From an optimization exercise on the open Yosys and OpenROAD flow, aimed at small area, a short achievable clock period and few clock cycles per item; shortcuts taken in it are not production practice. No functional check of the RTL was part of any run shown here. Power and IR drop assume default switching activity.

==> flow/design.v <==
package mmu_bounds_guard_pkg;
  localparam int ADDR_W_DEF = 26;
  localparam int SEL_W_DEF  = 4;
  localparam int NSEG_DEF   = 11;
  function automatic logic ge(input logic [ADDR_W_DEF-1:0] a,
                              input logic [ADDR_W_DEF-1:0] b);
    logic [31:0] g, l;
    g = '0;
    l = '0;
    for (int i = 0; i < ADDR_W_DEF; i++) begin
      g[i] = a[i] & ~b[i];
      l[i] = ~a[i] & b[i];
    end
    for (int k = 16; k >= 1; k = k / 2)
      for (int i = 0; i < k; i++) begin
        g[i] = g[2*i+1] | (~l[2*i+1] & g[2*i]);
        l[i] = l[2*i+1] | (~g[2*i+1] & l[2*i]);
      end
    ge = ~l[0];
  endfunction
endpackage
module mmu_bounds_table
#(
  parameter int ADDR_W = mmu_bounds_guard_pkg::ADDR_W_DEF,
  parameter int SEL_W  = mmu_bounds_guard_pkg::SEL_W_DEF,
  parameter int NSEG   = mmu_bounds_guard_pkg::NSEG_DEF
) (
  input  logic              clk,
  input  logic              rst,
  input  logic              we,
  input  logic [SEL_W-1:0]  sel,
  input  logic [31:0]       lower,
  input  logic [31:0]       upper,
  output logic [SEL_W-1:0]  active_sel,
  output logic              dead,
  output logic              fresh,
  output logic [ADDR_W-1:0] lo,
  output logic [ADDR_W-1:0] hi,
  output logic              hi_big
);
  logic [SEL_W-1:0]  act_q;
  logic              dead_q;
  logic              fresh_q;
  logic [ADDR_W-1:0] lo_q;
  logic [ADDR_W-1:0] hi_q;
  logic              hi_big_q;
  always_ff @(posedge clk or posedge rst) begin
    if (rst) begin
      act_q   <= '0;
      dead_q  <= 1'b1;
      fresh_q <= 1'b1;
    end else if (we) begin
      act_q   <= sel;
      dead_q  <= (32'(sel) >= NSEG) || (lower[31:ADDR_W] != '0);
      fresh_q <= 1'b0;
    end
  end
  always_ff @(posedge clk) begin
    if (we) begin
      lo_q     <= lower[ADDR_W-1:0];
      hi_q     <= upper[ADDR_W-1:0];
      hi_big_q <= upper[31:ADDR_W] != '0;
    end
  end
  assign active_sel = act_q;
  assign dead       = dead_q;
  assign fresh      = fresh_q;
  assign lo         = lo_q;
  assign hi         = hi_q;
  assign hi_big     = hi_big_q;
endmodule
module mmu_bounds_guard
#(
  parameter int ADDR_W = mmu_bounds_guard_pkg::ADDR_W_DEF,
  parameter int SEL_W  = mmu_bounds_guard_pkg::SEL_W_DEF,
  parameter int NSEG   = mmu_bounds_guard_pkg::NSEG_DEF
) (
  input  logic              clk,
  input  logic              rst,
  input  logic              we,
  input  logic [SEL_W-1:0]  sel,
  input  logic [31:0]       lower,
  input  logic [31:0]       upper,
  input  logic              req_valid,
  output logic              req_ready,
  input  logic [ADDR_W-1:0] req_addr,
  input  logic              req_wr,
  output logic              mem_valid,
  input  logic              mem_ready,
  output logic [ADDR_W-1:0] mem_addr,
  output logic              mem_wr,
  output logic              exc,
  output logic [ADDR_W-1:0] exc_addr,
  output logic [SEL_W-1:0]  exc_sel,
  input  logic              exc_ack
);
  logic [SEL_W-1:0]  act;
  logic              dead;
  logic              fresh;
  logic [ADDR_W-1:0] lo;
  logic [ADDR_W-1:0] hi;
  logic              hi_big;
  mmu_bounds_table #(
    .ADDR_W (ADDR_W),
    .SEL_W  (SEL_W),
    .NSEG   (NSEG)
  ) u_table (
    .clk        (clk),
    .rst        (rst),
    .we         (we),
    .sel        (sel),
    .lower      (lower),
    .upper      (upper),
    .active_sel (act),
    .dead       (dead),
    .fresh      (fresh),
    .lo         (lo),
    .hi         (hi),
    .hi_big     (hi_big)
  );
  logic              mv_q;
  logic              ex_q;
  logic              chk_q;
  logic              idle_q;
  logic [ADDR_W-1:0] addr_q;
  logic              wr_q;
  logic [SEL_W-1:0]  sel_q;
  logic              free;
  logic              same;
  logic [ADDR_W-1:0] a;
  logic              pass;
  assign free = idle_q || (mv_q && mem_ready) || (ex_q && exc_ack);
  assign same = we && (sel == act);
  assign a    = chk_q ? addr_q : req_addr;
  assign pass = (fresh && (a == '0)) ||
                (!dead && mmu_bounds_guard_pkg::ge(a, lo) &&
                 (hi_big || mmu_bounds_guard_pkg::ge(hi, a)));
  always_ff @(posedge clk or posedge rst) begin
    if (rst) begin
      mv_q   <= 1'b0;
      ex_q   <= 1'b0;
      chk_q  <= 1'b0;
      idle_q <= 1'b1;
    end else if (chk_q) begin
      mv_q   <= pass;
      ex_q   <= !pass;
      chk_q  <= 1'b0;
    end else if (free) begin
      mv_q   <= req_valid && !same && pass;
      ex_q   <= req_valid && !same && !pass;
      chk_q  <= req_valid && same;
      idle_q <= !req_valid;
    end
  end
  always_ff @(posedge clk) begin
    if (free) begin
      addr_q <= req_addr;
      wr_q   <= req_wr;
      sel_q  <= act;
    end
  end
  assign req_ready = free;
  assign mem_valid = mv_q;
  assign mem_addr  = addr_q;
  assign mem_wr    = wr_q;
  assign exc       = ex_q;
  assign exc_addr  = addr_q;
  assign exc_sel   = sel_q;
endmodule
==> flow/flow/run.sh <==
#!/bin/bash
# Standard ORFS layout, with plain buf_1 cells on the ports instead of the
# delay buffers buffer_ports picks by default, and the delay-cell families
# kept out of the post-synthesis repairs. Synthesis is the standard one.
set -euo pipefail
PLAT_DONT_USE=$(make -s -C "$FLOW_HOME" DESIGN_CONFIG="$FLOW_CONFIG" print-DONT_USE_CELLS 2>/dev/null | sed -n 's/^DONT_USE_CELLS: //p')
EXTRA="sky130_fd_sc_hd__clkdlybuf4s15_1 sky130_fd_sc_hd__clkdlybuf4s15_2 sky130_fd_sc_hd__clkdlybuf4s18_1 sky130_fd_sc_hd__clkdlybuf4s18_2 sky130_fd_sc_hd__clkdlybuf4s25_1 sky130_fd_sc_hd__clkdlybuf4s25_2 sky130_fd_sc_hd__clkdlybuf4s50_1 sky130_fd_sc_hd__clkdlybuf4s50_2 sky130_fd_sc_hd__dlygate4sd1_1 sky130_fd_sc_hd__dlygate4sd2_1 sky130_fd_sc_hd__dlygate4sd3_1 sky130_fd_sc_hd__dlymetal6s2s_1 sky130_fd_sc_hd__dlymetal6s4s_1 sky130_fd_sc_hd__dlymetal6s6s_1"
echo "platform dont_use: $PLAT_DONT_USE" > flow_vars.log
bash standard.sh synth > synth.log 2>&1
bash standard.sh "BUFFER_PORTS_ARGS=-buffer_cell sky130_fd_sc_hd__buf_1" "DONT_USE_CELLS=$PLAT_DONT_USE $EXTRA" finish > layout.log 2>&1
==> flow/standard.sh <==
#!/bin/bash
# synth_recipe.tcl (not shown) runs the flow's synth.tcl, then flattens the netlist and writes it again
# the make line also repeats each setting of config.mk as NAME=value (left out here)
make -C /OpenROAD-flow-scripts/flow DESIGN_CONFIG=/design/flow/config.mk WORK_HOME=/design/flow/orfs CLKGATE_MAP_FILE= SYNTH_SCRIPT=/design/flow/synth_recipe.tcl "${@:-finish}"
==> flow/config.mk <==
export PLATFORM = sky130hd
export DESIGN_NAME = mmu_bounds_guard
export DESIGN_NICKNAME = mmu_bounds_guard
export VERILOG_FILES = /design/flow/design.v
export SDC_FILE = /design/flow/constraint.sdc
export NUM_CORES = 4
export LEC_CHECK = 0
export CAP_MARGIN = 20
export CORE_MARGIN = 2
export CORE_UTILIZATION = 45
export SETUP_SLACK_MARGIN = 3.0
export SLEW_MARGIN = 20
==> flow/constraint.sdc <==
create_clock -name core_clock -period 5.5 [get_ports {clk}]
set_input_delay 1.1000 -clock core_clock [delete_from_list [all_inputs] [get_ports {clk}]]
set_output_delay 1.1000 -clock core_clock [all_outputs]
set_load 0.01 [all_outputs]
==> load_flow_metrics.sql, run 1 <==
INSERT INTO impl_metrics (metric_group, metric, value, unit) VALUES
('outcome', 'status', 'timing/DRC/antenna clean', ''),
('timing', 'post-route-min-period', '2.81', 'ns'),
('place', 'routabilityCongestion', '0.850', ''),
('drt', 'via_per_inst', '5.69', ''),
('setup_path', 'worstReg2RegStart', 'chk_q', ''),
('place', 'buffer_ports.inserted', '160', ''),
('grt', 'grt_use_total', '21.2', '%'),
('drt', 'drt.antenna.violating_nets', '0', ''),
('run', 'max_cap_viol_count', '0', ''),
('drt', 'drt-met1-wl', '5230', 'µm'),
('timing', 'fin_crit_sh', '51.1', '%'),
('setup_path', 'crit_path_max_fanout', '2', ''),
('setup_path', 'critical_path.reg2reg.endpoint', 'mv_q', ''),
('synth', 'synth-seq-area-share', '56.3', '%'),
('floorplan', 'placement_rows', '38', ''),
('timing', 'final-max-slew-violation-count', '0', ''),
('place', 'estimated_wirelength_of_the_detail_placed_design', '8760', 'µm'),
('floorplan', 'die-width', '109', 'µm'),
('floorplan', 'die_h', '109', 'µm'),
('worst_hold_path', 'hold_path_startpoint', 'u_table.dead_q', ''),
('floorplan', 'ioPinCount', '161', ''),
('setup_path', 'worst-endpoint-required', '4.40', 'ns'),
('drt', 'route.final.wire_length', '12800', 'µm'),
('drt', 'drc', '0', ''),
('timing', 'worst_hold_slack', '0.501', 'ns'),
('grt', 'grt_start_max_net_pins', '38', ''),
('synth', 'ys_dominant_reg_cell', 'edfxtp_1', ''),
('final_layout', 'final_layout_net_count', '677', ''),
('worst_hold_path', 'holdPathEnd', 'u_table.dead_q', ''),
('setup_path', 'r2r_slack', '2.85', 'ns'),
('timing', 'grt_setup_unrepaired', 'yes', ''),
('floorplan', 'die_area', '11800', 'µm²'),
('drt', 'wl_met2', '6410', 'µm'),
('synth', 'synth.net_count', '507', ''),
('grt', 'overflow_after_grt', '0', ''),
('synth', 'yosysWarningCount', '2', ''),
('power_and_ir_drop', 'irDropWorstVdd', '192', 'µV'),
('clocking', 'clock_latency', '0.38', 'ns'),
('clocking', 'cts-buffers-inserted', '9', ''),
('synth', 'top_count_cell_post_synth', 'edfxtp_1', ''),
('drt', 'dr_vias', '4101', ''),
('clocking', 'clk_path_buf_depth', '2', ''),
('timing', 'timing_hold_violations_final', '0', ''),
('final_layout', 'syn2layout_area_growth', '23.9', '%'),
('power_and_ir_drop', 'powerDensity', '254', 'nW/µm²'),
('timing', 'skew', '0.00876', 'ns'),
('timing', 'timing.fmax', '0.356', 'GHz'),
('synth', 'synthArstFlopShare', '10.6', '%'),
('timing', 'timing.setup.tns', '0', 'ns'),
('synth', 'synth_top_cells_by_count', 'edfxtp_1 (84), nand2_1 (29), buf_4 (27)', ''),
('worst_hold_path', 'min_path_type', 'register to register', ''),
('synth', 'synth_seq_cells', '94', ''),
('drt', 'detailroute.wirelength.met3', '907', 'µm'),
('clocking', 'clk_pin_slew_worst_paths', '0.09', 'ns'),
('final_layout', 'number_of_fillers_in_the_final_layout', '958', ''),
('drt', 'drt_iter0_drc', '186', ''),
('clocking', 'holdBufCountCts', '0', ''),
('synth', 'synth_area_per_cell', '12.1', 'µm²'),
('setup_path', 'setup.worst_path.start_class', 'primary input', ''),
('drt', 'routed_wire_length_per_instance', '17.8', 'µm'),
('final_layout', 'insertedDiodeCount', '0', ''),
('synth', 'gate_count_of_the_mapped_netlist', '406', ''),
('worst_hold_path', 'min_delay_path_depth', '2', ''),
('synth', 'synth_top_cell_area_share', '51.2', '%'),
('floorplan', 'start_util', '45.9', '%'),
('clocking', 'htreeDepth', '3', ''),
('synth', 'netlist_top_cells_area', 'edfxtp_1 (51%), buf_4 (4.1%), mux2i_1 (3.7%)', ''),
('timing', 'finalSetupViolations', '0', ''),
('setup_path', 'path_type_of_the_worst_setup_path', 'primary input to output port', ''),
('timing', 'worst_slew_margin_rel', '49.9', '%'),
('clocking', 'numClockSinks', '94', '');
repair_timing:
item / 4_1_cts / 5_1_grt
gates resized for setup: 22 / 34
pin swaps: 1 / 9
buffers inserted: 11 / 18
setup endpoints to repair: 3 / 40
cloned: 1 / 0
worst max-delay path, cell delays in order:
cell,delay (ns)
buf_8,0.09
a221o_4,0.39
buf_6,0.13
layer usage:
layer  GRT usage, %  vias to the layer above
met5              0                        -
met4           7.33                        0
met3           5.92                       21
met2           35.4                      192
met1           26.5                     1955
li1               -                     1933
layout make-up:
class                           instances  area [µm²]  area share (%)
Multi-Input combinational cell        266        2040            33.4
Clock inverter                          7        96.3            1.58
Tap cell                              140         175            2.87
Timing Repair Buffer                  191         836            13.7
Inverter                               14        56.3           0.922
Sequential cell                        94        2780            45.5
Clock buffer                            9         124            2.03
worst max path at each step:
| stage | startpoint | to | slack, ns |
|---|---|---|---|
| 4_1_cts | exc_ack | req_ready | 2.65 |
| 3_5_place_dp | chk_q | mv_q | 1.95 |
| 3_3_place_gp | chk_q | mv_q | 2.05 |
| 5_1_grt | exc_ack | req_ready | 2.67 |
| 2_1_floorplan | exc_ack | req_ready | 2.77 |
| 6_report | exc_ack | req_ready | 2.69 |
kinds of logic (layout without fill, tap and decap cells):
group | after synthesis | count (layout) | synth area share [%]
buffers and inverters | 47 | 221 | 6.22
multiplexers | 29 | 29 | 6.88
adder cells (fa/ha/maj) | 7 | 7 | 1.50
flip-flops | 94 | 94 | 56.3
AO/OA/AOI/OAI | 118 | 119 | 17.4
XOR/XNOR | 4 | 4 | 0.711
AND/OR/NAND/NOR | 107 | 107 | 11.0
stage by stage:
stage	total power, mW	std cells	instance area (µm²)	setup WS (ns)
after CTS	1.55	703	5870	2.65
after global placement	1.03	675	5500	2.05
final	1.55	721	6110	2.69
after detailed placement	1.03	675	5500	1.95
after floorplan	0.958	406	4960	2.77
after global routing	1.61	721	6110	2.67
flip-flops by register name (all words and copies together), names as in the netlist, 4 cells and up:
| signal | flops |
|---|---|
| u_table.lo_q | 26 |
| sel_q | 4 |
| u_table.hi_q | 26 |
| u_table.act_q | 4 |
| addr_q | 26 |
cells in the final DEF (no fill, tap or decap), types with 6 or more instances in the layout:
master / Yosys / routed
buf_1: 0 / 160
nor2_1: 19 / 19
buf_2: 2 / 16
edfxtp_1: 84 / 84
o22ai_1: 8 / 8
mux2i_2: 5 / 7
and2_1: 7 / 7
nand2b_1: 9 / 8
dfrtp_1: 7 / 6
nand3_1: 8 / 8
a21oi_1: 17 / 17
inv_1: 14 / 13
clkbuf_8: 0 / 9
mux2i_4: 2 / 12
nor3_1: 11 / 11
mux2i_1: 18 / 6
o21ai_0: 18 / 17
a211oi_1: 6 / 6
a31oi_1: 11 / 11
nand2_1: 29 / 29
where the power goes:
part           internal (mW)  leakage (nW)  switching (mW)  total [mW]
clock                  0.258         0.111           0.252       0.510
sequential             0.817         0.915          0.0288       0.846
combinational         0.0889         0.986           0.104       0.192
total                   1.16          2.01           0.384        1.55
==> run 2: changes to the inputs <==
--- a/flow/design.v
+++ b/flow/design.v
@@ -6,8 +6,8 @@
                               input logic [ADDR_W_DEF-1:0] b);
-    logic [31:0] g, l;
+    logic [31:0] g, e;
     g = '0;
-    l = '0;
+    e = '1;
     for (int i = 0; i < ADDR_W_DEF; i++) begin
       g[i] = a[i] & ~b[i];
-      l[i] = ~a[i] & b[i];
+      e[i] = ~(a[i] ^ b[i]);
     end
@@ -15,6 +15,6 @@
       for (int i = 0; i < k; i++) begin
-        g[i] = g[2*i+1] | (~l[2*i+1] & g[2*i]);
-        l[i] = l[2*i+1] | (~g[2*i+1] & l[2*i]);
+        g[i] = g[2*i+1] | (e[2*i+1] & g[2*i]);
+        e[i] = e[2*i+1] & e[2*i];
       end
-    ge = ~l[0];
+    ge = g[0] | e[0];
   endfunction
==> run 2 against run 1 <==
Clock skew down 0.0018 ns. Critical path type unchanged. Register-to-register slack better by 0.09 ns. Power decreased by 3.6%. Worst hold slack got worse by 0.0085 ns. Still clean on timing, DRC and antenna. Synthesized cell count down 4.9%. Synthesized area fell by 0.38%. Largest cell class unchanged. Global-route usage is 0.93 points lower. Fmax up 0.49%. Sequential cell count did not move. Non-clock buffer count grew 6. Worst setup slack gained 0.014 ns.
==> load_flow_metrics.sql, run 2 <==
INSERT INTO impl_metrics (metric_group, metric, value, unit) VALUES
('final_layout', 'largest_registers', 'addr_q x26, u_table.hi_q x26, u_table.lo_q x26', ''),
('worst_hold_path', 'min_path_type', 'register to register', ''),
('drt', 'drt.antenna.violating_nets', '0', ''),
('power_and_ir_drop', 'power.leakage', '2.41', 'nW'),
('synth', 'yosysWarningCount', '2', ''),
('final_layout', 'syn2layout_area_growth', '29.8', '%'),
('synth', 'netlist_top_cells_area', 'edfxtp_1 (51%), ha_1 (13%), mux2i_1 (5.1%)', ''),
('setup_path', 'critical_path.reg2reg.endpoint', 'ex_q', ''),
('setup_path', 'critPathSlowestCell', 'a221o_4', ''),
('synth', 'mapped_area', '4910', 'µm²'),
('timing', 'skew', '0.00700', 'ns'),
('clocking', 'numClockSinks', '94', ''),
('setup_path', 'cp.buffers_inverters', '2', ''),
('synth', 'synth.net_count', '539', ''),
('run', 'max_cap_viol_count', '0', ''),
('place', 'place_worst_setup_slack', '2.20', 'ns'),
('setup_path', 'worst-endpoint-required', '4.40', 'ns'),
('grt', 'grt_use_total', '20.3', '%'),
('grt', 'number_of_antenna_violations_at_the_first_check_in_global_routing', '0', ''),
('timing', 'tightestPinTransition', '0.601', 'ns'),
('final_layout', 'final_cell_mix', 'buf_1 (158), edfxtp_1 (84), inv_1 (45), ha_1 (40), a21oi_1 (19)', ''),
('setup_path', 'critPathLaunch', 'exc_ack', ''),
('final_layout', 'final_layout_net_count', '717', ''),
('setup_path', 'cp_common_cell', 'buf_6', ''),
('setup_path', 'r2r_cells', '12', ''),
('setup_path', 'worstReg2RegStart', 'chk_q', ''),
('synth', 'synth_seq_cells', '94', ''),
('timing', 'post-route-min-period', '2.80', 'ns'),
('final_layout', 'drive_gt1_share', '20.4', '%'),
('grt', 'number_of_global_route_vias_before_repair', '3551', ''),
('timing', 'fin_crit_sh', '50.9', '%'),
('place', 'buffer_ports.inserted', '160', ''),
('drt', 'drt_iter0_drc', '134', ''),
('floorplan', 'ioPinCount', '161', ''),
('drt', 'route.final.wire_length', '12000', 'µm'),
('drt', 'detailedRoute.firstPassIterationCount', '4', ''),
('synth', 'post-synth-top-area-cell', 'edfxtp_1', ''),
('setup_path', 'crit_path_end_kind', 'output port', ''),
('floorplan', 'start_util', '45.7', '%'),
('floorplan', 'die_h', '108', 'µm'),
('worst_hold_path', 'hold_path_startpoint', 'u_table.fresh_q', ''),
('setup_path', 'cp_cell_sequence', 'buf_6, a221o_4, buf_6', ''),
('final_layout', 'commonest_non_fill_non_tap_cell_in_the_layout', 'buf_1', ''),
('worst_hold_path', 'holdPathEnd', 'u_table.fresh_q', ''),
('synth', 'ys_dominant_reg_cell', 'edfxtp_1', ''),
('final_layout', 'final_core_utilization', '59.3', '%'),
('setup_path', 'path_type_of_the_worst_setup_path', 'primary input to output port', ''),
('power_and_ir_drop', 'powerDensity', '234', 'nW/µm²'),
('synth', 'synth_top_cell_area_share', '51.4', '%'),
('synth', 'top_count_cell_post_synth', 'edfxtp_1', ''),
('floorplan', 'die_area', '11800', 'µm²'),
('setup_path', 'setup.worst_path.start_class', 'primary input', ''),
('timing', 'worst_slew_margin_rel', '59.9', '%'),
('clocking', 'clk_pin_slew_worst_paths', '0.09', 'ns'),
('setup_path', 'crit_family', 'compound AO/OA/AOI/OAI gates', ''),
('final_layout', 'insertedDiodeCount', '0', ''),
('clocking', 'htreeDepth', '3', ''),
('timing', 'grt_setup_unrepaired', 'yes', ''),
('synth', 'gate_count_of_the_mapped_netlist', '386', ''),
('clocking', 'cts-buffers-inserted', '9', ''),
('synth', 'synth-seq-area-share', '56.5', '%'),
('clocking', 'holdBufCountCts', '0', ''),
('place', 'estimated_wirelength_of_the_detail_placed_design', '8630', 'µm'),
('grt', 'overflow_after_grt', '0', ''),
('setup_path', 'worst_ep_arrival_time', '1.70', 'ns'),
('clocking', 'tritoncts', 'built', ''),
('setup_path', 'crit_path_max_fanout', '2', ''),
('grt', 'grt_start_max_net_pins', '47', ''),
('clocking', 'clock_latency', '0.36', 'ns'),
('clocking', 'clockRootBuffer', 'clkbuf_8', ''),
('drt', 'drc', '0', ''),
('floorplan', 'die-width', '108', 'µm'),
('synth', 'post_synthesis_cell_type_count', '44', ''),
('floorplan', 'placement_rows', '38', ''),
('timing', 'timing_hold_violations_final', '0', ''),
('timing', 'final-max-slew-violation-count', '0', ''),
('clocking', 'clk_path_buf_depth', '2', ''),
('synth', 'synth_top_cells_by_count', 'edfxtp_1 (84), inv_1 (54), ha_1 (52)', ''),
('drt', 'via_per_inst', '5.12', ''),
('timing', 'setup_slack', '2.70', 'ns'),
('synth', 'synth_area_per_cell', '12.7', 'µm²'),
('synth', 'synthArstFlopShare', '10.6', '%'),
('timing', 'timing.fmax', '0.357', 'GHz'),
('drt', 'routed_wire_length_per_instance', '17.0', 'µm'),
('setup_path', 'cp_num_cells', '3', ''),
('timing', 'timing.setup.tns', '0', 'ns'),
('place', 'routabilityCongestion', '0.836', ''),
('setup_path', 'critical-path-max-stage-delay', '0.38', 'ns'),
('worst_hold_path', 'min_delay_path_depth', '1', ''),
('setup_path', 'r2r_slack', '2.94', 'ns'),
('power_and_ir_drop', 'irDropWorstVdd', '116', 'µV'),
('synth', 'synth_edf_count', '84', ''),
('drt', 'dr_vias', '3631', ''),
('floorplan', 'coreArea', '10700', 'µm²'),
('timing', 'finalSetupViolations', '0', ''),
('grt', 'first_pass_grt_wire_length', '17700', 'µm'),
('outcome', 'status', 'timing/DRC/antenna clean', '');
==> run 2: cell types whose count changed in the layout (fill, tap and decap cells not counted), sizes merged, moves of 7 or more <==
cell | before | now
ha | 0 | 52
nand2 | 29 | 12
nand2b | 9 | 2
a31oi | 11 | 2
nor2 | 20 | 11
and2 | 7 | 0
maj3 | 7 | 0
inv | 15 | 54
clkbuf | 13 | 22
o22ai | 8 | 1
==> run 2: cell type report <==
class | count | area, µm²
clock inverters | 6 | 52.6
well taps | 140 | 175
flip-flops and latches | 94 | 2780
clock buffers | 10 | 128
repair buffers | 197 | 877
multi-input cells | 208 | 2160
inverters | 54 | 203
fillers | 932 | 4370
==> run 2: cell families (layout without fill, tap and decap cells) <==
| group | count (synthesis) | in the layout | share of synthesized area, % |
|---|---|---|---|
| xor gates and xnor gates | 4 | 4 | 0.714 |
| buffers and inverters | 85 | 267 | 8.66 |
| AOI/OAI and AO/OA | 53 | 54 | 6.60 |
| and+or+nand+nor | 68 | 68 | 7.93 |
| DFF | 94 | 94 | 56.5 |
| adders and majority gates | 52 | 52 | 13.3 |
| muxes | 30 | 30 | 6.29 |
==> run 2: power breakdown <==
group	switching, mW	internal (mW)	total [mW]	leakage, nW
clock	0.233	0.205	0.439	0.0949
combinational	0.121	0.104	0.225	1.40
sequential	0.0134	0.816	0.829	0.915
==> run 2: metrics by stage <==
step	total power [mW]	cells	area (µm²)	hold slack (ns)
floorplan	0.938	386	4950	0.462
finish	1.49	709	6370	0.493
global placement	1.01	656	5510	0.474
detailed placement	1.01	656	5510	0.477
global route	1.56	709	6370	0.514
CTS	1.46	685	5920	0.493
==> run 2: worst register-to-register path, delay by kind of cell (launching register included) <==
kind | cells | cell delay (ns)
and+or+nand+nor | 3 | 0.69
DFF | 1 | 0.52
AOI/OAI and AO/OA | 4 | 0.40
buffers and inverters | 3 | 0.37
adders and majority gates | 1 | 0.27
muxes | 1 | 0.19
==> run 2: how the worst max path moves through the flow <==
stage / endpoint / slack (ns)
6_report: req_ready / 2.70
5_1_grt: req_ready / 2.69
4_1_cts: req_ready / 2.66
3_5_place_dp: ex_q / 2.20
3_3_place_gp: ex_q / 2.22
2_1_floorplan: req_ready / 2.77
==> run 2: timing repair <==
item | in CTS | in global routing
pin swaps | 10 | 18
endpoints found under the setup margin | 3 | 3
resized for setup | 34 | 76
hold endpoints to repair | 0 | 0
cloned | 1 | 0
buffers inserted | 12 | 24
==> run 2: routing by layer <==
layer | GRT usage [%] | vias to the layer above | share of wire, %
li1 | - | 1752 | -
met1 | 28.3 | 1717 | 46
met2 | 31.6 | 140 | 46
met3 | 3.98 | 22 | 6.1
met4 | 7.33 | 0 | 2.1
met5 | 0 | - | 0
==> run 3: changes to the inputs <==
--- a/flow/design.v
+++ b/flow/design.v
@@ -71,2 +71,17 @@
 endmodule
+module mmu_bounds_nand2 (
+  input  logic a,
+  input  logic b,
+  output logic y
+);
+  assign y = ~(a & b);
+endmodule
+module mmu_bounds_nand3 (
+  input  logic a,
+  input  logic b,
+  input  logic c,
+  output logic y
+);
+  assign y = ~(a & b & c);
+endmodule
 module mmu_bounds_guard
@@ -123,3 +138,3 @@
   logic              chk_q;
-  logic              idle_q;
+  logic              busy_q;
   logic [ADDR_W-1:0] addr_q;
@@ -131,3 +146,7 @@
   logic              pass;
-  assign free = idle_q || (mv_q && mem_ready) || (ex_q && exc_ack);
+  logic n_mv, n_ex;
+  mmu_bounds_nand2 u_n_mv (.a(mv_q), .b(mem_ready), .y(n_mv));
+  mmu_bounds_nand2 u_n_ex (.a(ex_q), .b(exc_ack),   .y(n_ex));
+  mmu_bounds_nand3 u_rdy  (.a(busy_q), .b(n_mv), .c(n_ex), .y(req_ready));
+  assign free = !busy_q || (mv_q && mem_ready) || (ex_q && exc_ack);
   assign same = we && (sel == act);
@@ -142,3 +161,3 @@
       chk_q  <= 1'b0;
-      idle_q <= 1'b1;
+      busy_q <= 1'b0;
     end else if (chk_q) begin
@@ -151,3 +170,3 @@
       chk_q  <= req_valid && same;
-      idle_q <= !req_valid;
+      busy_q <= req_valid;
     end
@@ -161,3 +180,2 @@
   end
-  assign req_ready = free;
   assign mem_valid = mv_q;
--- a/flow/config.mk
+++ b/flow/config.mk
@@ -12 +12,2 @@
 export SLEW_MARGIN = 20
+export SYNTH_HIERARCHICAL = 1
==> run 3 against run 2 <==
Highest routed layer unchanged. Utilization shrank 4.1 points. Clock power rose by 11%. Die area shrank 0.22%. First-iteration DRC count is 20% higher. Critical path type is now primary input to register. Worst hold slack lost 0.0014 ns.
==> load_flow_metrics.sql, run 3 <==
INSERT INTO impl_metrics (metric_group, metric, value, unit) VALUES
('floorplan', 'die_area', '11700', 'µm²'),
('timing', 'final-max-slew-violation-count', '0', ''),
('drt', 'drc', '0', ''),
('synth', 'yosysWarningCount', '8', ''),
('setup_path', 'endpoint', 'ex_q', ''),
('final_layout', 'largest_registers', 'addr_q x26, u_table.hi_q x26, u_table.lo_q x26', ''),
('setup_path', 'r2r_slack', '2.78', 'ns'),
('synth', 'mapped_area', '4900', 'µm²'),
('clocking', 'clock_latency', '0.36', 'ns'),
('power_and_ir_drop', 'switching_share', '30.0', '%'),
('final_layout', 'commonest_non_fill_non_tap_cell_in_the_layout', 'buf_1', ''),
('final_layout', 'syn2layout_area_growth', '21.1', '%'),
('grt', 'grt_use_total', '19.5', '%'),
('clocking', 'htreeDepth', '3', ''),
('setup_path', 'worst-endpoint-required', '5.76', 'ns'),
('synth', 'synth-seq-area-share', '56.7', '%'),
('setup_path', 'critical-path-max-stage-delay', '0.35', 'ns'),
('power_and_ir_drop', 'irDropWorstVdd', '163', 'µV'),
('final_layout', 'insertedDiodeCount', '0', ''),
('power_and_ir_drop', 'powerDensity', '312', 'nW/µm²'),
('floorplan', 'coreArea', '10700', 'µm²'),
('synth', 'top_count_cell_post_synth', 'edfxtp_1', ''),
('synth', 'synth_top_cell_area_share', '51.5', '%'),
('worst_hold_path', 'min_path_type', 'register to register', ''),
('place', 'dpl_cell_area', '5470', 'µm²'),
('final_layout', 'number_of_fillers_in_the_final_layout', '963', ''),
('power_and_ir_drop', 'p_int', '1.30', 'mW'),
('final_layout', 'drive_gt1_share', '10.1', '%'),
('final_layout', 'regArea', '2780', 'µm²'),
('drt', 'routed_wire_length_per_instance', '16.4', 'µm'),
('grt', 'grt_start_max_net_pins', '39', ''),
('place', 'place_inst', '662', ''),
('setup_path', 'crit_path_max_fanout', '3', ''),
('floorplan', 'die_h', '108', 'µm'),
('setup_path', 'cp.buffers_inverters', '2', ''),
('setup_path', 'crit_path_end_kind', 'register', ''),
('floorplan', 'ioPinCount', '161', ''),
('drt', 'via_per_inst', '5.04', ''),
('clocking', 'numClockSinks', '94', ''),
('final_layout', 'stdcell_count', '692', ''),
('clocking', 'clk_path_buf_depth', '2', ''),
('synth', 'synth_top_cells_by_count', 'edfxtp_1 (84), inv_1 (56), ha_1 (52)', ''),
('power_and_ir_drop', 'power.total', '1.85', 'mW'),
('setup_path', 'path_type_of_the_worst_setup_path', 'primary input to register', ''),
('outcome', 'status', 'timing/DRC/antenna clean', ''),
('timing', 'fin_crit_sh', '52.1', '%'),
('synth', 'gate_count_of_the_mapped_netlist', '391', ''),
('setup_path', 'r2r_cells', '10', ''),
('synth', 'synthArstFlopShare', '10.6', '%'),
('clocking', 'clk_pin_slew_worst_paths', '0.09', 'ns'),
('setup_path', 'critPathLaunch', 'req_addr[1]', ''),
('final_layout', 'final_layout_net_count', '701', ''),
('clocking', 'holdBufCountCts', '0', ''),
('grt', 'number_of_antenna_violations_at_the_first_check_in_global_routing', '0', ''),
('floorplan', 'die-width', '108', 'µm'),
('setup_path', 'crit_family', 'compound AO/OA/AOI/OAI gates', ''),
('floorplan', 'placement_rows', '38', ''),
('clocking', 'clockRootBuffer', 'clkbuf_8', ''),
('synth', 'synth_area_per_cell', '12.5', 'µm²'),
('setup_path', 'worst_ep_arrival_time', '3.12', 'ns'),
('setup_path', 'cp_num_cells', '10', ''),
('grt', 'number_of_global_route_vias_before_repair', '3398', ''),
('timing', 'worst_slew_margin_rel', '58.0', '%'),
('setup_path', 'cp_cell_sequence', 'buf_6, mux2i_1, inv_1, ha_1, o211ai_1, a2111oi_4, o211ai_1, a2111oi_4, o22ai_1, a32o_1', ''),
('setup_path', 'setup.worst_path.start_class', 'primary input', ''),
('timing', 'worst_hold_slack', '0.491', 'ns'),
('drt', 'drt_iter0_drc', '161', ''),
('drt', 'route.final.wire_length', '11400', 'µm'),
('synth', 'synth.net_count', '544', ''),
('synth', 'netlist_top_cells_area', 'edfxtp_1 (51%), ha_1 (13%), mux2i_1 (5.5%)', ''),
('timing', 'setup_slack', '2.64', 'ns'),
('place', 'place_worst_setup_slack', '1.99', 'ns'),
('run', 'max_cap_viol_count', '0', ''),
('timing', 'timing_hold_violations_final', '0', ''),
('final_layout', 'stdcell_area', '5930', 'µm²'),
('grt', 'first_pass_grt_wire_length', '17000', 'µm'),
('synth', 'post-synth-top-area-cell', 'edfxtp_1', ''),
('place', 'estimated_wirelength_of_the_detail_placed_design', '8620', 'µm'),
('final_layout', 'final_cell_mix', 'buf_1 (158), edfxtp_1 (84), inv_1 (55), ha_1 (49), mux2i_1 (24)', ''),
('grt', 'overflow_after_grt', '0', ''),
('synth', 'synth_edf_count', '84', ''),
('power_and_ir_drop', 'p_sw', '0.556', 'mW'),
('drt', 'detailedRoute.firstPassIterationCount', '5', ''),
('timing', 'post-route-min-period', '2.86', 'ns'),
('floorplan', 'start_util', '45.6', '%'),
('timing', 'finalSetupViolations', '0', ''),
('timing', 'tightestPinTransition', '0.630', 'ns'),
('synth', 'post_synthesis_cell_type_count', '40', ''),
('timing', 'grt_setup_unrepaired', 'yes', ''),
('timing', 'timing.fmax', '0.349', 'GHz'),
('setup_path', 'worstReg2RegStart', 'chk_q', ''),
('synth', 'ys_dominant_reg_cell', 'edfxtp_1', ''),
('clocking', 'cts-buffers-inserted', '9', ''),
('final_layout', 'final_core_utilization', '55.2', '%'),
('drt', 'dr_vias', '3491', ''),
('power_and_ir_drop', 'pwr-share-clk', '26.4', '%'),
('power_and_ir_drop', 'power.combinational.fraction', '21.0', '%'),
('power_and_ir_drop', 'seq_power_share', '52.6', '%'),
('timing', 'timing.setup.tns', '0', 'ns'),
('clocking', 'tritoncts', 'built', ''),
('place', 'routabilityCongestion', '0.940', ''),
('timing', 'skew', '0.00726', 'ns'),
('setup_path', 'critical_path.reg2reg.endpoint', 'ex_q', ''),
('final_layout', 'multi_input_area', '1820', 'µm²'),
('synth', 'synth_seq_cells', '94', ''),
('place', 'buffer_ports.inserted', '160', ''),
('drt', 'drt.antenna.violating_nets', '0', ''),
('setup_path', 'critPathSlowestCell', 'a2111oi_4', ''),
('power_and_ir_drop', 'power.leakage', '2.28', 'nW');
## run 3: cell types whose count changed after synthesis, moves of 3 or more
cell       before  now
or4_1           5    0
a2111oi_0       4    0
a21oi_1        20   17
nor4_1          7   11
nor2_1         11   17
nand2_1        12   15
nand3_1         6   11
## run 3: how the worst min path moves through the flow
| stage | startpoint | to | slack (ns) | depth (start not counted) |
|---|---|---|---|---|
| floorplan | u_table.act_q[3] | sel_q[3] | 0.46 | 0 |
| global placement | u_table.act_q[3] | sel_q[3] | 0.47 | 0 |
| detailed placement | u_table.act_q[3] | sel_q[3] | 0.47 | 0 |
| CTS | u_table.act_q[3] | sel_q[3] | 0.49 | 0 |
| global route | u_table.fresh_q | u_table.fresh_q | 0.51 | 1 |
| finish | u_table.fresh_q | u_table.fresh_q | 0.49 | 1 |
## run 3: power groups by stage
stage / Combinational, mW / Sequential [mW] / Clock, mW
5_1_grt: 0.437 / 0.989 / 0.525
3_3_place_gp: 0.356 / 0.987 / 0
2_1_floorplan: 0.227 / 0.995 / 0
3_5_place_dp: 0.360 / 0.990 / 0
4_1_cts: 0.379 / 0.974 / 0.494
6_report: 0.389 / 0.974 / 0.488
## run 3: cells by family (layout without fill, tap and decap cells)
logic type / after synthesis / count (layout) / share of synthesized area [%]
AO/OA/AOI/OAI: 50 / 50 / 6.62
buffers and inverters: 87 / 248 / 8.74
XOR/XNOR: 4 / 4 / 0.715
flip-flops: 94 / 94 / 56.7
adder cells (fa/ha/maj): 52 / 52 / 13.3
multiplexers: 31 / 31 / 6.44
AND/OR/NAND/NOR: 73 / 73 / 7.56
## run 3: area by class of cell
type | count | share of cell area, %
inverter | 56 | 3.54
sequential | 94 | 46.8
clock buffer | 11 | 2.21
clock inverter | 4 | 1.22
timing repair buffer | 177 | 12.6
multi-input combinational | 210 | 30.6
tap | 140 | 2.95
## run 3: routing by layer
metal | routed length (µm) | part of all wire, % | GRT usage (%) | up-vias
li1 | - | - | - | 1715
met1 | 5220 | 46 | 26.5 | 1654
met2 | 5490 | 48 | 31.8 | 107
met3 | 467 | 4.1 | 2.95 | 15
met4 | 198 | 1.7 | 7.05 | 0
met5 | 0 | 0 | 0 | -
## run 3: per-module statistics from Yosys, one instance, submodules excluded, a selection
module | flops+latches | cells | copies in the design
mmu_bounds_nand3 | 0 | 1 | 1
mmu_bounds_nand2 | 0 | 1 | 2
mmu_bounds_guard | 35 | 314 | 1
## run 3: timing repair
item | in CTS | in global routing
pin swaps | 5 | 3
setup buffers | 6 | 9
endpoints found under the setup margin | 23 | 15
gates resized for setup | 22 | 17
==> run 4: changes to the inputs <==
--- a/flow/design.v
+++ b/flow/design.v
@@ -4,18 +4,2 @@
   localparam int NSEG_DEF   = 11;
-  function automatic logic ge(input logic [ADDR_W_DEF-1:0] a,
-                              input logic [ADDR_W_DEF-1:0] b);
-    logic [31:0] g, e;
-    g = '0;
-    e = '1;
-    for (int i = 0; i < ADDR_W_DEF; i++) begin
-      g[i] = a[i] & ~b[i];
-      e[i] = ~(a[i] ^ b[i]);
-    end
-    for (int k = 16; k >= 1; k = k / 2)
-      for (int i = 0; i < k; i++) begin
-        g[i] = g[2*i+1] | (e[2*i+1] & g[2*i]);
-        e[i] = e[2*i+1] & e[2*i];
-      end
-    ge = g[0] | e[0];
-  endfunction
 endpackage
@@ -71,16 +55,35 @@
 endmodule
-module mmu_bounds_nand2 (
-  input  logic a,
-  input  logic b,
-  output logic y
+module mmu_bounds_gl
+#(
+  parameter int W = mmu_bounds_guard_pkg::ADDR_W_DEF
+) (
+  input  logic [W-1:0] x,
+  input  logic [W-1:0] y,
+  output logic [W-1:0] g,
+  output logic [W-1:0] l
 );
-  assign y = ~(a & b);
+  assign g = x & ~y;
+  assign l = ~x & y;
 endmodule
-module mmu_bounds_nand3 (
-  input  logic a,
-  input  logic b,
-  input  logic c,
-  output logic y
+module mmu_bounds_ge_tree
+#(
+  parameter int W = mmu_bounds_guard_pkg::ADDR_W_DEF
+) (
+  input  logic [W-1:0] g,
+  input  logic [W-1:0] l,
+  output logic         ge
 );
-  assign y = ~(a & b & c);
+  logic [31:0] gt, lt;
+  always_comb begin
+    gt = '0;
+    lt = '0;
+    gt[W-1:0] = g;
+    lt[W-1:0] = l;
+    for (int k = 16; k >= 1; k = k / 2)
+      for (int i = 0; i < k; i++) begin
+        gt[i] = gt[2*i+1] | (~lt[2*i+1] & gt[2*i]);
+        lt[i] = lt[2*i+1] | (~gt[2*i+1] & lt[2*i]);
+      end
+  end
+  assign ge = ~lt[0];
 endmodule
@@ -138,3 +141,3 @@
   logic              chk_q;
-  logic              busy_q;
+  logic              idle_q;
   logic [ADDR_W-1:0] addr_q;
@@ -146,12 +149,12 @@
   logic              pass;
-  logic n_mv, n_ex;
-  mmu_bounds_nand2 u_n_mv (.a(mv_q), .b(mem_ready), .y(n_mv));
-  mmu_bounds_nand2 u_n_ex (.a(ex_q), .b(exc_ack),   .y(n_ex));
-  mmu_bounds_nand3 u_rdy  (.a(busy_q), .b(n_mv), .c(n_ex), .y(req_ready));
-  assign free = !busy_q || (mv_q && mem_ready) || (ex_q && exc_ack);
+  assign free = idle_q || (mv_q && mem_ready) || (ex_q && exc_ack);
   assign same = we && (sel == act);
   assign a    = chk_q ? addr_q : req_addr;
-  assign pass = (fresh && (a == '0)) ||
-                (!dead && mmu_bounds_guard_pkg::ge(a, lo) &&
-                 (hi_big || mmu_bounds_guard_pkg::ge(hi, a)));
+  logic [ADDR_W-1:0] g_lo, l_lo, g_hi, l_hi;
+  logic              ge_lo, ge_hi;
+  mmu_bounds_gl #(.W(ADDR_W)) u_gl_lo (.x(a),  .y(lo), .g(g_lo), .l(l_lo));
+  mmu_bounds_gl #(.W(ADDR_W)) u_gl_hi (.x(hi), .y(a),  .g(g_hi), .l(l_hi));
+  mmu_bounds_ge_tree #(.W(ADDR_W)) u_ge_lo (.g(g_lo), .l(l_lo), .ge(ge_lo));
+  mmu_bounds_ge_tree #(.W(ADDR_W)) u_ge_hi (.g(g_hi), .l(l_hi), .ge(ge_hi));
+  assign pass = (fresh && (a == '0)) || (!dead && ge_lo && (hi_big || ge_hi));
   always_ff @(posedge clk or posedge rst) begin
@@ -161,3 +164,3 @@
       chk_q  <= 1'b0;
-      busy_q <= 1'b0;
+      idle_q <= 1'b1;
     end else if (chk_q) begin
@@ -170,3 +173,3 @@
       chk_q  <= req_valid && same;
-      busy_q <= req_valid;
+      idle_q <= !req_valid;
     end
@@ -180,2 +183,3 @@
   end
+  assign req_ready = free;
   assign mem_valid = mv_q;
==> run 4 against run 3 <==
Global-route usage increased by 1.2 points. Die area up 6.5%. Highest routed layer unchanged. Largest power group unchanged. Count of clock-buffer cells in the layout is 1 higher.
==> load_flow_metrics.sql, run 4 <==
INSERT INTO impl_metrics (metric_group, metric, value, unit) VALUES
('synth', 'mapped_area', '5230', 'µm²'),
('setup_path', 'crit_path_end_kind', 'register', ''),
('floorplan', 'ioPinCount', '161', ''),
('drt', 'dr_vias', '3776', ''),
('place', 'dpl_cell_area', '5810', 'µm²'),
('timing', 'timing.fmax', '0.332', 'GHz'),
('setup_path', 'r2r_slack', '2.56', 'ns'),
('grt', 'number_of_antenna_violations_at_the_first_check_in_global_routing', '0', ''),
('setup_path', 'cp_cell_sequence', 'buf_6, mux2_4, and2b_2, nor2_2, a221oi_2, nor2_1, o311ai_2, a31oi_1, o22ai_1, o211ai_1, nand3_1, nand3_2, a32o_1', ''),
('grt', 'grt_use_total', '20.6', '%'),
('clocking', 'cts-buffers-inserted', '9', ''),
('timing', 'tightestPinTransition', '0.788', 'ns'),
('final_layout', 'insertedDiodeCount', '0', ''),
('timing', 'post-route-min-period', '3.01', 'ns'),
('place', 'estimated_wirelength_of_the_detail_placed_design', '9380', 'µm'),
('synth', 'gate_count_of_the_mapped_netlist', '427', ''),
('clocking', 'htreeDepth', '3', ''),
('clocking', 'clk_pin_slew_worst_paths', '0.06', 'ns'),
('power_and_ir_drop', 'irDropWorstVdd', '289', 'µV'),
('final_layout', 'regArea', '2780', 'µm²'),
('final_layout', 'stdcell_area', '6340', 'µm²'),
('clocking', 'tritoncts', 'built', ''),
('run', 'max_cap_viol_count', '0', ''),
('drt', 'drt.antenna.violating_nets', '0', ''),
('clocking', 'numClockSinks', '94', ''),
('final_layout', 'multi_input_area', '2200', 'µm²'),
('grt', 'overflow_after_grt', '0', ''),
('drt', 'drc', '0', ''),
('final_layout', 'largest_registers', 'addr_q x26, u_table.hi_q x26, u_table.lo_q x26', ''),
('outcome', 'status', 'timing/DRC/antenna clean', ''),
('worst_hold_path', 'holdPathEnd', 'sel_q[3]', ''),
('final_layout', 'stdcell_count', '733', ''),
('drt', 'routed_wire_length_per_instance', '17.2', 'µm'),
('setup_path', 'critPathSlowestCell', 'o311ai_2', ''),
('floorplan', 'die_h', '112', 'µm'),
('drt', 'drt_iter0_drc', '156', ''),
('drt', 'detailedRoute.firstPassIterationCount', '4', ''),
('setup_path', 'critical_path.reg2reg.endpoint', 'mv_q', ''),
('timing', 'skew', '0.00587', 'ns'),
('setup_path', 'worstReg2RegStart', 'chk_q', ''),
('final_layout', 'commonest_non_fill_non_tap_cell_in_the_layout', 'buf_1', ''),
('final_layout', 'syn2layout_area_growth', '21.3', '%'),
('setup_path', 'crit_path_max_fanout', '3', ''),
('grt', 'number_of_global_route_vias_before_repair', '3779', ''),
('place', 'routabilityCongestion', '0.842', ''),
('setup_path', 'setup.worst_path.start_class', 'primary input', ''),
('place', 'place_inst', '701', ''),
('setup_path', 'path_type_of_the_worst_setup_path', 'primary input to register', ''),
('setup_path', 'cp.buffers_inverters', '1', '');
run 4: worst max path at each step:
stage                            from   end  slack, ns  cells after the start
after floorplan           req_addr[6]  ex_q       2.53                     12
after global placement          chk_q  ex_q       1.98                     12
after detailed placement        chk_q  ex_q       1.98                     12
after CTS                 req_addr[6]  ex_q       2.47                     13
after global routing      req_addr[6]  mv_q       2.29                     15
final                     req_addr[6]  ex_q       2.49                     13
run 4: cell type report:
cell class / instances / area share [%]
Sequential cell: 94 / 43.8
Multi-Input combinational cell: 269 / 34.8
Timing Repair Buffer: 177 / 11.5
Clock buffer: 12 / 4.04
Tap cell: 143 / 2.82
Inverter: 33 / 2.15
Clock inverter: 4 / 0.730
Timing Repair inverter: 1 / 0.138
run 4: report_power, final:
| group | internal [mW] | total (mW) | switching [mW] |
|---|---|---|---|
| combinational | 0.110 | 0.211 | 0.101 |
| clock | 0.375 | 0.637 | 0.262 |
| sequential | 0.818 | 0.836 | 0.0185 |
| total | 1.30 | 1.68 | 0.381 |
run 4: repair_timing:
item,4_1_cts,5_1_grt
setup endpoints to repair,3,33
pin swaps,14,12
cloned,1,0
resized for setup,30,11
buffers inserted,14,1
run 4: layer usage:
metal | part of all wire, % | up-vias | track usage, %
met5 | 0 | - | 0
met4 | 1.8 | 0 | 6.67
li1 | - | 1829 | -
met3 | 6.7 | 19 | 6.53
met2 | 50 | 135 | 35.0
met1 | 41 | 1793 | 25.1
run 4: stage by stage:
stage / setup WS, ns / utilization, %
after CTS: 2.47 / 55.5
after detailed placement: 1.98 / 51.1
after global placement: 1.98 / 51.1
after global routing: 2.29 / 55.8
after floorplan: 2.53 / -
final: 2.49 / 55.8

-- what the ideal ports hide --
How much do the figures lean on ideal ports? The routed layouts below were timed once more, with nothing changed but the port constraints. Step 1 (the two cells are an assumption about what drives the block):
set clk [get_ports {clk}]
set_driving_cell -lib_cell sky130_fd_sc_hd__clkbuf_16 $clk
set_driving_cell -lib_cell sky130_fd_sc_hd__buf_2 [delete_from_list [all_inputs] $clk]
Step 2 adds t to the input delays and takes it off the output delays; t is the mean of the earliest and latest rising clock arrival at the registers after step 1. Input paths then give back, and output paths get back, about the clock's delay inside the block. Slacks: ideal ports / drivers / drivers and shift; pairs: ideal ports / drivers.
run	t, ns	setup WS [ns]	worst register clock-pin slew, ns
run 1	0.413	2.688 / 2.644 / 2.392	0.10 / 0.10
run 2	0.395	2.702 / 2.670 / 2.530	0.09 / 0.09
run 3	0.392	2.637 / 2.637 / 2.245	0.09 / 0.09
run 4	0.391	2.489 / 2.490 / 2.100	0.07 / 0.07
After both steps setup and hold are still met in every run listed. The setup slack of run 3, which loses most, moves by 0.000 ns with the drivers and by -0.392 ns with both steps.
